This is an optimization exercise on Yosys and OpenROAD, whose aim is a short achievable clock period and few clock cycles per item, not a production implementation. The RTL was checked by simulation tests, not by an equivalence proof against the original design.

`flow/config.mk`:
```
export PLATFORM = sky130hd
export DESIGN_NAME = sg_descriptor_builder
export DESIGN_NICKNAME = sg_descriptor_builder
export VERILOG_FILES = /design/flow/design.v
export SDC_FILE = /design/flow/constraint.sdc
export NUM_CORES = 4
export LEC_CHECK = 0
export CAP_MARGIN = 20
export CORE_MARGIN = 2
export CORE_UTILIZATION = 40
export PLACE_DENSITY = 0.6
export SLEW_MARGIN = 20
```
`flow/constraint.sdc`:
```
create_clock -name core_clock -period 11.0 [get_ports {clk_i}]
set_input_delay 2.2000 -clock core_clock [delete_from_list [all_inputs] [get_ports {clk_i}]]
set_output_delay 2.2000 -clock core_clock [all_outputs]
set_load 0.01 [all_outputs]
```
`flow/run.sh`:
```
#!/bin/bash
# synth_recipe.tcl (not shown) runs the flow's synth.tcl, then flattens the netlist and writes it again
# the make line also repeats each setting of config.mk as NAME=value (left out here)
make -C /OpenROAD-flow-scripts/flow DESIGN_CONFIG=/design/flow/config.mk WORK_HOME=/design/flow/orfs CLKGATE_MAP_FILE= SYNTH_SCRIPT=/design/flow/synth_recipe.tcl finish
```
`flow/design.v`:
```
package sgd_pkg;
  localparam int ADDR_W = 48;
  localparam int LEN_W  = 32;
  localparam int OFF_W  = 32;
  localparam int CNT_REG_W = 5;
  typedef enum logic [1:0] {
    CMD_LOAD_DATA = 2'd0,
    CMD_LOAD_DESC = 2'd1,
    CMD_ADD       = 2'd2,
    CMD_CLEAR     = 2'd3
  } sgd_cmd_e;
  typedef enum logic [1:0] {
    ST_OK        = 2'd0,
    ST_ZERO_SIZE = 2'd1,
    ST_DATA_FULL = 2'd2,
    ST_DESC_FULL = 2'd3
  } sgd_status_e;
  localparam logic CFG_DATA_COUNT = 1'b0;
  localparam logic CFG_DESC_COUNT = 1'b1;
  typedef struct packed {
    logic [ADDR_W-1:0] addr;
    logic [LEN_W-1:0]  len;
  } sgd_seg_t;
  typedef struct packed {
    sgd_cmd_e          cmd;
    logic [3:0]        seg_index;
    logic [ADDR_W-1:0] seg_addr;
    logic [LEN_W-1:0]  seg_len;
    logic [LEN_W-1:0]  req_size;
  } sgd_req_t;
  typedef struct packed {
    sgd_status_e       status;
    logic [ADDR_W-1:0] buf_addr;
    logic [LEN_W-1:0]  buf_len;
    logic [OFF_W-1:0]  buf_offset;
    logic [OFF_W-1:0]  desc_offset;
    logic              sof;
    logic              eof;
    logic              last;
  } sgd_res_t;
endpackage
module sgd_ram #(
  parameter int WIDTH = 80,
  parameter int DEPTH = 16
) (
  input  logic                                     clk_i,
  input  logic                                     we_i,
  input  logic [(DEPTH > 1 ? $clog2(DEPTH) : 1)-1:0] waddr_i,
  input  logic [WIDTH-1:0]                         wdata_i,
  input  logic [(DEPTH > 1 ? $clog2(DEPTH) : 1)-1:0] raddr_i,
  output logic [WIDTH-1:0]                         rdata_o
);
  logic [WIDTH-1:0] mem_q [DEPTH];
  always_ff @(posedge clk_i) begin
    if (we_i) begin
      mem_q[waddr_i] <= wdata_i;
    end
    rdata_o <= mem_q[raddr_i];
  end
endmodule
import sgd_pkg::*;
module sg_descriptor_builder #(
  parameter int MAX_SEGMENTS = 16,
  parameter int DESC_BYTES   = 52,
  parameter int DESC_ALIGN   = 64
) (
  input  logic                 clk_i,
  input  logic                 rst_ni,
  input  logic                 start_i,
  output logic                 busy_o,
  input  logic [117:0]         req_i,
  output logic                 result_valid_o,
  output logic [148:0]         result_o,
  input  logic                 cfg_we_i,
  input  logic                 cfg_idx_i,
  input  logic [CNT_REG_W-1:0] cfg_wdata_i
);
  localparam int N = 16;
  localparam logic [2:0] HOLD_RELOC = 3'd4;
  localparam logic [2:0] HOLD_DESC  = 3'd2;
  localparam logic [2:0] HOLD_INIT  = 3'd2;
  localparam logic [2:0] KV_WAIT    = 3'd5;
  logic [1:0]  rcmd;
  logic [3:0]  ridx;
  logic [47:0] raddr;
  logic [31:0] rlen, rsize;
  assign rcmd  = req_i[117:116];
  assign ridx  = req_i[115:112];
  assign raddr = req_i[111:64];
  assign rlen  = req_i[63:32];
  assign rsize = req_i[31:0];
  logic busy_q;
  logic accept, acc_ldd, acc_lds, acc_add, acc_clr, acc_zero, acc_nz;
  assign busy_o   = busy_q;
  assign accept   = start_i && !busy_q;
  assign acc_ldd  = accept && rcmd == 2'd0;
  assign acc_lds  = accept && rcmd == 2'd1;
  assign acc_add  = accept && rcmd == 2'd2;
  assign acc_clr  = accept && rcmd == 2'd3;
  assign acc_zero = acc_add && rsize == '0;
  assign acc_nz   = acc_add && rsize != '0;
  logic [N-1:0][47:0] dadr_q;           
  logic [N-1:0][31:0] dlen_q;
  logic [N-1:0][31:0] slen_q;           
  logic [N-1:0][5:0]  sf_q;             
  logic [N-1:0][26:0] cnt_q;            
  logic [N:1][35:0]   p_q;              
  logic [N:1][36:0]   pd_q;             
  logic [N:1][35:0]   q_q;              
  logic [N:1][30:0]   cs_q;             
  logic [N-1:0][31:0] h_q;              
  logic [4:0]  ndr_q, nsr_q;
  logic [31:0] d_q;                     
  logic [30:0] g_q;                     
  logic [4:0]  ksat_q;                  
  logic [31:0] aslot_q;                 
  logic        aval_q;                  
  logic [2:0]  hold_q;
  logic        reloc_q;                 
  logic        pend_q;
  logic [31:0] pend_s_q;
  logic        emit_q;
  logic [N-1:0] m_q;                    
  logic [31:0] boff_q;
  logic [148:0] res_q;
  logic        ldd_q;
  logic [3:0]  ldd_idx_q;
  logic [31:0] ldd_len_q, ldd_old_q;
  logic        lds_q;
  logic [3:0]  lds_idx_q;
  logic [31:0] lds_len_q, lds_old_q;
  logic [5:0]  lds_f_q;
  logic [26:0] lds_cnt_q, lds_oldcnt_q;
  logic [35:0] kt_gx_q;
  logic [26:0] kt_cntx_q;
  logic [30:0] kt_csx_q, kt_cs16_q, kt2_csx_q, kt2_cs16_q;
  logic        kt_hasx_q, kt2_hasx_q;
  logic [26:0] kt2_cl_q;
  logic [30:0] kv_q;                    
  logic [2:0]  kvwait_q;
  logic [31:0] ra_q;
  logic [31:0] r1_q_q;
  logic [5:0]  r1_f_q;
  logic [26:0] r1_cnt_q;
  logic [30:0] r1_cs_q;
  logic        r1_found_q;
  logic [30:0] greloc_q;
  logic [4:0] nd, ns;
  assign nd = (ndr_q > 5'd16) ? 5'd16 : ndr_q;
  assign ns = (nsr_q > 5'd16) ? 5'd16 : nsr_q;
  logic [N:0] nd_oh, ns_oh;
  always_comb begin
    for (int i = 0; i <= N; i++) begin
      nd_oh[i] = nd == 5'(i);
      ns_oh[i] = ns == 5'(i);
    end
  end
  logic [N:0][35:0] qw;
  logic [N:0][30:0] csw;
  always_comb begin
    qw[0]  = '0;
    csw[0] = '0;
    for (int j = 1; j <= N; j++) begin
      qw[j]  = q_q[j];
      csw[j] = cs_q[j];
    end
  end
  logic [N:0]   z;
  logic [N:0]   s_oh;
  logic [4:0]   s_bin;
  logic [N:0][36:0] pdw;                
  always_comb begin
    pdw[0] = -{5'b0, d_q};
    for (int j = 1; j <= N; j++) pdw[j] = pd_q[j];
    z[0] = 1'b1;
    for (int j = 1; j <= N; j++) z[j] = pd_q[j][36] || pd_q[j] == '0;
    for (int i = 0; i < N; i++) s_oh[i] = z[i] && !z[i+1];
    s_oh[N] = z[N];
    s_bin = '0;
    for (int i = 0; i <= N; i++) if (s_oh[i]) s_bin = s_bin | 5'(i);
  end
  logic       locfail, no_e_desc;
  logic [5:0] sk;
  logic [4:0] lim1;
  logic [N:0] lim1_oh;
  always_comb begin
    locfail   = |(z & nd_oh);
    sk        = {1'b0, s_bin} + {1'b0, ksat_q};
    no_e_desc = sk < {1'b0, nd};
    lim1      = no_e_desc ? sk[4:0] : nd;
    for (int i = 0; i <= N; i++) lim1_oh[i] = lim1 == 5'(i);
  end
  logic [36:0] pd_s, pd_s1;
  logic [47:0] dadr_s, pa0;
  always_comb begin
    pd_s   = '0;
    pd_s1  = '0;
    dadr_s = '0;
    for (int i = 0; i < N; i++) begin
      if (s_oh[i]) begin
        pd_s   = pd_s | pdw[i];
        pd_s1  = pd_s1 | pdw[i+1];
        dadr_s = dadr_s | dadr_q[i];
      end
    end
    pa0 = dadr_s - {{11{pd_s[36]}}, pd_s};
  end
  logic [47:0] dadr_m;
  logic [31:0] dlen_m;
  logic [36:0] pd_m, pd_m1;
  logic        last_m;
  logic [31:0] len_m;
  always_comb begin
    dadr_m = '0;
    dlen_m = '0;
    pd_m   = '0;
    pd_m1  = '0;
    for (int i = 1; i < N; i++) begin
      if (m_q[i]) begin
        dadr_m = dadr_m | dadr_q[i];
        dlen_m = dlen_m | dlen_q[i];
        pd_m   = pd_m | pdw[i];
        pd_m1  = pd_m1 | pdw[i+1];
      end
    end
    last_m = !pd_m1[36];
    len_m  = last_m ? 32'(-pd_m) : dlen_m;
  end
  logic [N:0]  jg;
  logic [31:0] h_g, slot_g;
  always_comb begin
    jg[0] = 1'b1;
    for (int j = 1; j <= N; j++) jg[j] = cs_q[j] <= g_q;
    h_g = '0;
    for (int j = 0; j < N; j++) if (jg[j] && !jg[j+1]) h_g = h_g | h_q[j];
    slot_g = h_g + {g_q[25:0], 6'b0};
  end
  logic        do_val;
  logic [31:0] sv;
  logic [N:0]  tx;
  logic        ok_k, e_ex, last0, ovf, succ;
  logic [1:0]  err_st;
  assign do_val = hold_q == '0 && !init && !(kvwait_q != '0 && hasx_now) && (pend_q || acc_nz);
  assign sv     = pend_q ? pend_s_q : rsize;
  always_comb begin
    tx[0] = 1'b0;
    for (int j = 1; j <= N; j++) tx[j] = !pd_q[j][36] && {4'b0, sv} <= pd_q[j][35:0];
    ok_k  = |(tx & lim1_oh);
    e_ex  = |(tx & nd_oh);
    last0 = |(tx[N:1] & s_oh[N-1:0]);
    ovf   = sv > ~d_q;
    succ  = !locfail && ok_k && !ovf;
    if (locfail || ok_k)  err_st = 2'd2;
    else if (e_ex)        err_st = 2'd3;
    else if (no_e_desc)   err_st = 2'd3;
    else                  err_st = 2'd2;
  end
  logic piece;                          
  assign piece = (do_val && succ) || emit_q;
  logic       init_q;
  logic [2:0] istep_q;
  logic       init;
  assign init = init_q;
  logic [N:1][35:0] p_n;
  logic [32:0] ddelta;
  logic [32:0] sdelta;
  logic [N:0][35:0] pw;
  always_comb begin
    pw[0] = '0;
    for (int j = 1; j <= N; j++) pw[j] = p_q[j];
    ddelta = {1'b0, ldd_len_q} - {1'b0, ldd_old_q};
    sdelta = {1'b0, lds_len_q} - {1'b0, lds_old_q};
    for (int j = 1; j <= N; j++) begin
      logic [35:0] a, b;
      a = p_q[j];
      b = '0;
      if (init) begin
        case (istep_q)
          3'd0:    begin a = '0; b = 36'(dlen_q[j-1]); end
          3'd1:    b = pw[j-1];
          3'd2:    b = (j >= 2) ? pw[(j + 15) % 17] : '0;
          3'd3:    b = (j >= 4) ? pw[(j + 13) % 17] : '0;
          default: b = (j >= 8) ? pw[(j + 9) % 17] : '0;
        endcase
      end else if (ldd_q && 5'(j) > {1'b0, ldd_idx_q}) b = {{3{ddelta[32]}}, ddelta};
      p_n[j] = a + b;
    end
  end
  logic [N:1][35:0] q_n;
  logic [N:1][30:0] cs_n;
  logic [27:0]      dcnt;
  always_comb begin
    dcnt = {1'b0, lds_cnt_q} - {1'b0, lds_oldcnt_q};
    for (int j = 1; j <= N; j++) begin
      logic [35:0] qa, qb;
      logic [30:0] ca, cb;
      qa = q_q[j];
      ca = cs_q[j];
      qb = '0;
      cb = '0;
      if (init) begin
        case (istep_q)
          3'd0:    begin qa = '0; ca = '0; qb = 36'(slen_q[j-1]); cb = 31'(cnt_q[j-1]); end
          3'd1:    begin qb = qw[j-1]; cb = csw[j-1]; end
          3'd2:    begin qb = (j >= 2) ? qw[(j + 15) % 17] : '0; cb = (j >= 2) ? csw[(j + 15) % 17] : '0; end
          3'd3:    begin qb = (j >= 4) ? qw[(j + 13) % 17] : '0; cb = (j >= 4) ? csw[(j + 13) % 17] : '0; end
          default: begin qb = (j >= 8) ? qw[(j + 9) % 17] : '0; cb = (j >= 8) ? csw[(j + 9) % 17] : '0; end
        endcase
      end else if (lds_q && 5'(j) > {1'b0, lds_idx_q}) begin
        qb = {{3{sdelta[32]}}, sdelta};
        cb = {{3{dcnt[27]}}, dcnt};
      end
      q_n[j]  = qa + qb;
      cs_n[j] = ca + cb;
    end
  end
  logic [N:1][36:0] pd_n;
  logic [36:0]      ndelta;
  always_comb begin
    ndelta = -{{4{ddelta[32]}}, ddelta};
    for (int j = 1; j <= N; j++) begin
      logic [36:0] b;
      if (ldd_q) b = (5'(j) > {1'b0, ldd_idx_q}) ? ndelta : '0;
      else       b = {5'b0, sv};
      pd_n[j] = pd_q[j] - b;
    end
  end
  logic [26:0] cnt_new;
  logic [5:0]  rf;
  always_comb begin
    logic [32:0] room;
    rf      = 6'(-raddr[5:0]);
    room    = {1'b0, rlen} - 33'(rf) + 33'd12;
    cnt_new = ({1'b0, rlen} >= 33'(rf) + 33'd52) ? room[32:6] : '0;
  end
  logic        hasx_now;
  logic [30:0] csns, kt, kvx;
  logic [31:0] kc;
  logic [4:0]  ksat_n;
  always_comb begin
    hasx_now = q_q[N][35:32] != '0;
    csns = '0;
    for (int j = 1; j <= N; j++) if (ns_oh[j]) csns = cs_q[j];
    kvx = hasx_now ? kv_q : cs_q[N];
    kt  = (kvx < csns) ? kvx : csns;
    if (acc_clr)        kc = {1'b0, kt};
    else if (reloc_q)   kc = {1'b0, kt} - {1'b0, greloc_q};
    else if (piece)     kc = {1'b0, kt} - {1'b0, g_q} - 32'd1;
    else                kc = {1'b0, kt} - {1'b0, g_q};
    if (kc[31])                  ksat_n = '0;
    else if (kc[30:0] >= 31'd17) ksat_n = 5'd17;
    else                         ksat_n = kc[4:0];
  end
  always_ff @(posedge clk_i) begin
    if (acc_ldd) begin
      dadr_q[ridx] <= raddr;
      dlen_q[ridx] <= rlen;
    end
    if (acc_lds) begin
      slen_q[ridx] <= rlen;
      sf_q[ridx]   <= rf;
    end
    p_q <= p_n;
    if (acc_lds) cnt_q[ridx] <= cnt_new;
    q_q  <= q_n;
    cs_q <= cs_n;
    h_q[0] <= 32'(sf_q[0]);
    for (int j = 1; j < N; j++)
      h_q[j] <= q_q[j][31:0] + 32'(sf_q[j]) - {cs_q[j][25:0], 6'b0};
    if (init || acc_clr) begin
      for (int j = 1; j <= N; j++) pd_q[j] <= {1'b0, p_n[j]};
    end else if ((do_val && succ) || ldd_q) begin
      pd_q <= pd_n;
    end
  end
  always_ff @(posedge clk_i or negedge rst_ni) begin
    if (!rst_ni) begin
      init_q         <= 1'b1;
      istep_q        <= '0;
      busy_q         <= 1'b0;
      result_valid_o <= 1'b0;
      res_q          <= '0;
      ndr_q          <= '0;
      nsr_q          <= '0;
      d_q            <= '0;
      g_q            <= '0;
      ksat_q         <= '0;
      aslot_q        <= '0;
      aval_q         <= 1'b0;
      hold_q         <= '0;
      reloc_q        <= 1'b0;
      pend_q         <= 1'b0;
      pend_s_q       <= '0;
      emit_q         <= 1'b0;
      m_q            <= '0;
      boff_q         <= '0;
      ldd_q          <= 1'b0;
      ldd_idx_q      <= '0;
      ldd_len_q      <= '0;
      ldd_old_q      <= '0;
      lds_q          <= 1'b0;
      lds_idx_q      <= '0;
      lds_len_q      <= '0;
      lds_old_q      <= '0;
      lds_f_q        <= '0;
      lds_cnt_q      <= '0;
      lds_oldcnt_q   <= '0;
      kvwait_q       <= '0;
      kt_gx_q        <= '0;
      kt_cntx_q      <= '0;
      kt_csx_q       <= '0;
      kt_cs16_q      <= '0;
      kt_hasx_q      <= 1'b0;
      kt2_csx_q      <= '0;
      kt2_cs16_q     <= '0;
      kt2_hasx_q     <= 1'b0;
      kt2_cl_q       <= '0;
      kv_q           <= '0;
      ra_q           <= '0;
      r1_q_q         <= '0;
      r1_f_q         <= '0;
      r1_cnt_q       <= '0;
      r1_cs_q        <= '0;
      r1_found_q     <= 1'b0;
      greloc_q       <= '0;
    end else begin
      if (acc_ldd || acc_lds) istep_q <= '0;
      else if (init) istep_q <= istep_q + 3'd1;
      if (init && !acc_ldd && !acc_lds && istep_q == 3'd4) init_q <= 1'b0;
      if (cfg_we_i) begin
        if (cfg_idx_i == 1'b0) ndr_q <= cfg_wdata_i;
        else                   nsr_q <= cfg_wdata_i;
      end
      ldd_q <= acc_ldd;
      lds_q <= acc_lds;
      if (acc_ldd) begin
        ldd_idx_q <= ridx;
        ldd_len_q <= rlen;
        ldd_old_q <= dlen_q[ridx];
      end
      if (acc_lds) begin
        lds_idx_q <= ridx;
        lds_len_q <= rlen;
        lds_old_q <= slen_q[ridx];
        lds_f_q      <= rf;
        lds_cnt_q    <= cnt_new;
        lds_oldcnt_q <= cnt_q[ridx];
      end
      begin
        logic [N-1:0] hb;
        logic         seen;
        logic [35:0]  gx;
        logic [26:0]  cntx;
        logic [30:0]  csx;
        for (int j = 0; j < N; j++) hb[j] = q_q[j+1][35:32] != '0;
        seen = 1'b0;
        gx   = '0;
        cntx = '0;
        csx  = '0;
        for (int j = 0; j < N; j++) begin
          if (hb[j] && !seen) begin
            gx   = qw[j] + 36'(sf_q[j]);
            cntx = cnt_q[j];
            csx  = csw[j];
          end
          seen = seen | hb[j];
        end
        kt_gx_q   <= gx;
        kt_cntx_q <= cntx;
        kt_csx_q  <= csx;
        kt_cs16_q <= cs_q[N];
        kt_hasx_q <= seen;
      end
      begin
        logic [36:0] room;
        logic [26:0] cl;
        room = 37'h1_0000_000B - {1'b0, kt_gx_q};
        if (kt_gx_q > 36'hFFFF_FFCB) cl = '0;
        else if (room[32:6] < kt_cntx_q) cl = room[32:6];
        else cl = kt_cntx_q;
        kt2_cl_q   <= cl;
        kt2_csx_q  <= kt_csx_q;
        kt2_cs16_q <= kt_cs16_q;
        kt2_hasx_q <= kt_hasx_q;
      end
      kv_q <= kt2_hasx_q ? kt2_csx_q + 31'(kt2_cl_q) : kt2_cs16_q;
      if (acc_lds || init) kvwait_q <= KV_WAIT;
      else if (kvwait_q != '0) kvwait_q <= kvwait_q - 3'd1;
      ra_q <= aval_q ? aslot_q + 32'd52 : 32'd0;
      begin
        logic [N-1:0] ge;
        logic [35:0]  qj;
        logic [5:0]   fj;
        logic [26:0]  cj;
        logic [30:0]  csj;
        logic         found;
        for (int j = 0; j < N; j++) ge[j] = q_q[j+1] <= {4'b0, ra_q};
        qj = '0; fj = '0; cj = '0; csj = '0; found = 1'b0;
        for (int j = 0; j < N; j++) begin
          if ((j == 0 || ge[(j + N - 1) % N]) && !ge[j]) begin
            qj    = qw[j];
            fj    = sf_q[j];
            cj    = cnt_q[j];
            csj   = csw[j];
            found = 1'b1;
          end
        end
        r1_q_q     <= ra_q - qj[31:0];
        r1_f_q     <= fj;
        r1_cnt_q   <= cj;
        r1_cs_q    <= csj;
        r1_found_q <= found;
      end
      begin
        logic [32:0] t;
        logic [26:0] t0, tm;
        t  = {1'b0, r1_q_q} - 33'(r1_f_q) + 33'd63;
        t0 = (r1_q_q <= 32'(r1_f_q)) ? 27'd0 : t[32:6];
        tm = (t0 < r1_cnt_q) ? t0 : r1_cnt_q;
        greloc_q <= r1_found_q ? r1_cs_q + 31'(tm) : cs_q[N];
      end
      begin
        logic [2:0] hd;
        hd = (hold_q == '0) ? 3'd0 : hold_q - 3'd1;
        if (acc_lds && (jg[{1'b0, ridx}] || reloc_q) && hd < HOLD_RELOC) hd = HOLD_RELOC;
        if (acc_lds && hd < HOLD_DESC) hd = HOLD_DESC;
        if ((acc_ldd || (cfg_we_i && cfg_idx_i)) && hd < 3'd1) hd = 3'd1;
        if (init && hd < HOLD_INIT) hd = HOLD_INIT;
        hold_q <= hd;
      end
      if (acc_lds && (jg[{1'b0, ridx}] || reloc_q)) reloc_q <= 1'b1;
      else if (acc_clr || hold_q <= 3'd1) reloc_q <= 1'b0;
      ksat_q <= ksat_n;
      if (acc_clr) begin
        g_q    <= '0;
        aval_q <= 1'b0;
        d_q    <= '0;
      end else begin
        if (reloc_q)    g_q <= greloc_q;
        else if (piece) g_q <= g_q + 31'd1;
        if (piece) begin
          aslot_q <= slot_g;
          aval_q  <= 1'b1;
        end
        if (do_val && succ) d_q <= d_q + sv;
      end
      pend_q <= (pend_q && !do_val) || (acc_nz && !do_val);
      if (acc_nz) pend_s_q <= rsize;
      result_valid_o <= 1'b0;
      if (do_val) begin
        result_valid_o <= 1'b1;
        if (succ) begin
          res_q  <= {2'd0, pa0, last0 ? sv : pd_s1[31:0], d_q, slot_g, 1'b1, last0, last0};
          boff_q <= d_q;
          m_q    <= {s_oh[N-2:0], 1'b0};
          emit_q <= !last0;
        end else begin
          res_q  <= {err_st, 146'b0, 1'b1};
          emit_q <= 1'b0;
        end
      end else if (emit_q) begin
        result_valid_o <= 1'b1;
        res_q  <= {2'd0, dadr_m, len_m, boff_q, slot_g, 1'b0, last_m, last_m};
        m_q    <= {m_q[N-2:0], 1'b0};
        emit_q <= !last_m;
      end else if (acc_zero) begin
        result_valid_o <= 1'b1;
        res_q  <= {2'd1, 146'b0, 1'b1};
      end
      busy_q <= (pend_q && !do_val) || (acc_nz && !do_val) ||
                (do_val ? (succ && !last0) : (emit_q && !last_m));
    end
  end
  assign result_o = res_q;
endmodule
```
==> out/qor.csv <==
metric,value,unit
status,did not finish,
lastStage,global routing (5_1_grt),
run.stop_error,[ERROR GRT-0116] Global routing finished with congestion. Check the congestion regions in the DRC Viewer.,
initial_core_util,40.04,%
clkSinkCount,5997,
post_synth_inst_count,58170,
io-pin-count,279,
root_buffer,sky130_fd_sc_hd__clkbuf_16,
ys_async_sr_fraction,15.86,%
number_of_global_route_vias_before_repair,658100,
synth-warning-count,1,
post-cts-setup-buffers,0,
grt-ovfl-total,10330,
first_pass_grt_wire_length,7445000,µm
h_tree_depth,6,
avgSynthCellArea,8.690,µm²
synth-seq-area-share,30.43,%
cts_resized,0,
synthFlopType,sky130_fd_sc_hd__edfxtp_1,
ctsHoldBuffers,0,
synth_seq_cells,5997,
cts_max_path_buffers,5,
place_hpwl,3582000,µm
cts_made_buffers,778,
gp_congestion,1.254,
grt_usage,82.96,%
mappedNetlistArea,505500,µm²
die_height,1128,µm
synth_cell_type_count,104,
largest_net_degree_at_the_start_of_global_routing,190,
std_cell_rows,413,
floorplan.die.width,1128,µm
synth_edf_count,2896,
dpl.cell_count,75710,
portbufs,278,
[synth_stat cells, types with 1419 or more instances]
cell                       instances  area share [%]
sky130_fd_sc_hd__ha_1           5263              13
sky130_fd_sc_hd__xnor2_1        2191             3.8
sky130_fd_sc_hd__a22oi_1        2245             3.3
sky130_fd_sc_hd__nand2_1        5505             4.1
sky130_fd_sc_hd__clkbuf_1       3452             2.6
sky130_fd_sc_hd__o21ai_0        3437             3.4
sky130_fd_sc_hd__nor2_1         3536             2.6
sky130_fd_sc_hd__edfxtp_1       2896              17
sky130_fd_sc_hd__a221oi_1       1837             3.2
sky130_fd_sc_hd__a22o_1         1419             2.5
sky130_fd_sc_hd__a21oi_1        3721             3.7
sky130_fd_sc_hd__inv_1          2460             1.8
sky130_fd_sc_hd__dfxtp_1        2150             8.5
[stage by stage]
step / hold slack, ps / area, µm² / util, % / worst slack [ps]
2_1_floorplan: 331.2 / 505500 / - / -3230
3_3_place_gp: 331.4 / 554600 / 43.93 / -884.5
3_5_place_dp: 334.7 / 555200 / 43.98 / -826.5
4_1_cts: 338.0 / 582700 / 46.16 / 143.2
[how the worst max path moves through the flow]
| stage | startpoint | to | slack, ps | cells after the start |
|---|---|---|---|---|
| 4_1_cts | nsr_q[0] | ksat_q[0] | 140 | 41 |
| 3_5_place_dp | req_i[64] | cnt_q[404] | -830 | 31 |
| 2_1_floorplan | pd_q[460] | pd_q[0] | -3230 | 30 |
| 3_3_place_gp | req_i[64] | cnt_q[404] | -880 | 31 |
[kinds of logic after synthesis]
group	after synthesis	share of synthesized area, %
adders and majority gates	5357	13.40
DFF	5997	30.43
xor gates and xnor gates	3242	5.618
AOI/OAI and AO/OA	20180	27.96
buffers and inverters	6385	4.753
other	1	0.0007419
and+or+nand+nor	16200	15.10
muxes	803	2.748
[power by group through the flow]
stage          sequential, mW  clock (mW)  combinational, mW
3_5_place_dp             47.2           0                200
3_3_place_gp             47.3           0                201
2_1_floorplan            39.4           0               97.0
4_1_cts                  46.8        28.5                201
[routing by layer]
layer	GRT overflow	GRT usage [%]
met1	132	83.72
met2	6330	95.29
met3	187	70.51
met4	3658	83.81
met5	20	42.53
Testbench counts, summed over its fixed seeds: cycles 5,297, adds 1,904.
